This is an optimization exercise on Yosys and OpenROAD, whose aim is small area, a short achievable clock period and few clock cycles per item, not a production implementation. In this exercise RTL edits were held to simulation tests only and were not proved equivalent to the original.

juniper:
==> flow/design.v (excerpt) <==
module md_ctrl (
   input  logic        Clk,
   input  logic        Reset,
   input  logic        Start,
   input  logic [2:0]  Op,
   input  logic [31:0] A,
   input  logic [31:0] B,
   input  logic        Flush,
   output logic        Busy,
   output logic [31:0] HI,
   output logic [31:0] LO
);
For scale: about 4,400 cells after synthesis, about 170 flip-flops, ~33,000 um^2 of cells after synthesis.
export LEC_CHECK = 0
export ABC_AREA = 1
export CAP_MARGIN = 50
export CORE_MARGIN = 2
export CORE_UTILIZATION = 40
export SLEW_MARGIN = 60
export SYNTH_HIERARCHICAL = 1
create_clock -name core_clock -period 80.0 [get_ports {Clk}]
standard.sh (not shown) runs the stock make flow with config.mk's settings and CLKGATE_MAP_FILE= SYNTH_SCRIPT=/design/flow/synth_recipe.tcl, a recipe that flattens the netlist after the stock synthesis.
==> flow/flow/run.sh <==
#!/bin/bash
# Standard layout, except that the port buffers are buf_2 cells rather than
# the default delay buffers, so the fixed input/output delays are not
# lengthened by the port buffers themselves.
set -euo pipefail
export BUFFER_PORTS_ARGS="-buffer_cell sky130_fd_sc_hd__buf_2"
bash standard.sh finish > standard_flow.log 2>&1
Testbench counts of juniper, summed over its fixed seeds: cycles 13,576, items 4,800.
For indigo, these inputs were changed with respect to juniper:
Settings: SLEW_MARGIN: 60 -> 55; CORE_UTILIZATION: 40 -> 50; CAP_MARGIN: 50 -> 20.
[summary]
Diff juniper -> indigo: count of buffers added by post-CTS timing repair for setup stayed essentially flat; worst-margin pin slew increased by 0.050 ns relative to the old numbers.
Going from juniper to indigo, aggregate global-route resource usage increased by 9.9 points relative to the old numbers; total core area dropped about 20%; worst hold slack now sits lower; via count increased by 1.0% relative to the old numbers; routed length on met1 up 1.2%.
juniper -> indigo: routed wire length increased slightly
### indigo -> willow
Settings: swapping 55 for 60 in SLEW_MARGIN; swapping 50 for 40 in CORE_UTILIZATION.
Summary of willow over indigo: critical path depth now larger; required time of the critical path now larger.
willow against indigo: vias after detailed routing lower, final net count held, portion of the layout cell area used by non-clock buffers level.
[compare] base=indigo new=willow: maximum number of pins on one net before global-route repair went up by 12; area overhead of the layout relative to synthesis increased 1.0 points.

run A:
md_ctrl again, from the RTL that the note above started with.
Settings: LEC_CHECK=0, ABC_AREA=1, CAP_MARGIN=20, CORE_MARGIN=2, CORE_UTILIZATION=50, SLEW_MARGIN=60, SYNTH_HIERARCHICAL=1; clock period 80.0 ns.
Scripts as last shown in full above: flow/flow/run.sh
Testbench counts of run A, summed over its fixed seeds: cycles 13,576, items 4,800.
The inputs of run B differ from those of run A as listed below.
- SLEW_MARGIN changed from 60 to 70
- CORE_UTILIZATION changed from 50 to 40
Notes after the runs:
Start-to-end type of the worst setup path: reg2out -> run A, in2reg -> run B
Share of the final layout cell area in sequential cells: run B lower than run A
Diff run B..run A | area fraction in compound gates after synthesis | unchanged
Re cell count: run A and run B aren't equal, and the lower value belongs to run A.
Per the comparison of run B with run A, initial antenna violation count went up 1.
diff inputs: run B => run C
- swapping 70 for 40 in SLEW_MARGIN
==> comparison <==
Run C completed end to end with timing, DRC and antenna clean. Run B reached the end of the flow, and the finished layout is clean on the timing, design-rule and antenna checks. Run C ended with less cell count than run B. In terms of proportion of cell area spent on the clock network, run B and run C differ only marginally. Looking at critical path's slowest cell, the sky130_fd_sc_hd__nand3_2 result is from run C; the sky130_fd_sc_hd__buf_4 one comes from run B. Diff run B -> run C: layout cell share with drive strength beyond 1 shrank by 3.4 points. Against run B, run C reports a HPWL after detailed placement that is lower. Run C against run B: number of antenna cells inserted fell 2; count of plain and timing-repair buffers in the layout fell about 19%.
Inputs modified between run C and run D:
- changing CORE_UTILIZATION from 40 to 60
- changing SLEW_MARGIN from 40 to 60
Findings:
Run C went all the way through synthesis, placement and routing and the layout is clean on timing, DRC and antenna. Run D was carried through to the last stage, and its layout satisfied the timing, design-rule and antenna checks. On fraction of layout cells with a size suffix above 1, the higher figure sits with run D, not run C. Largest incremental delay on the critical path (higher): run C. On setup slack, run D does better than run C. Between run C and run D, post-route core utilization increased. Sort run D and run C by post-route fraction of the period consumed by the critical path, descending, and run C comes first. Summary of run D over run C: setup violation total in the final timing report comparable, post-detailed-route wirelength per cell up about 2.8%.
The inputs of run E differ from those of run D as listed below.
- CORE_UTILIZATION now 40, was 60
- SLEW_MARGIN now 80, was 60
### Flow results
Summary — sequential share of layout area, run E relative to run D: lower, by 1.4 points. Delta (run E minus run D): worst-case headroom to the max-slew limit picked up an extra 22 points; total number of vias picked up an extra about 0.75%. Run E vs run D on starting utilization of the core area: run E is the lower one. Comparing run E and run D, the lower worst endpoint data arrival time is on run E.

## what the ideal ports hide
The flow's constraints put no driver on any port. The routed layouts listed below were extracted and timed again, unchanged, in two steps.
Step 1 assumes that a clkbuf_16 drives the clock port and a buf_2 every other input.
Step 2 moves the port delays by t, midway between the first and last clock arrival at a register: inputs arrive t later, outputs are due t later. That takes back most of the time a late clock gives input paths.
Slacks: no drivers / after step 1 / after step 2; pairs: no drivers / after step 1.
run | t (ns) | setup slack, ns | clock arrival spread, ns
juniper | 0.534 | 62.769 / 62.789 / 62.255 | 0.017 / 0.017
indigo | 0.570 | 62.884 / 62.820 / 62.423 | 0.019 / 0.020
willow | 0.534 | 62.769 / 62.789 / 62.255 | 0.017 / 0.017
run A | 0.586 | 62.885 / 62.817 / 62.423 | 0.022 / 0.022
run B | 0.544 | 62.854 / 62.845 / 62.350 | 0.018 / 0.019
run C | 0.545 | 62.509 / 62.548 / 62.003 | 0.019 / 0.020
run D | 0.577 | 62.842 / 62.829 / 62.310 | 0.022 / 0.022
run E | 0.550 | 62.930 / 62.867 / 62.431 | 0.023 / 0.022
After both steps every run listed still meets setup and hold. The setup slack of run D, which loses most, moves by -0.013 ns with the drivers and by -0.532 ns with both steps.
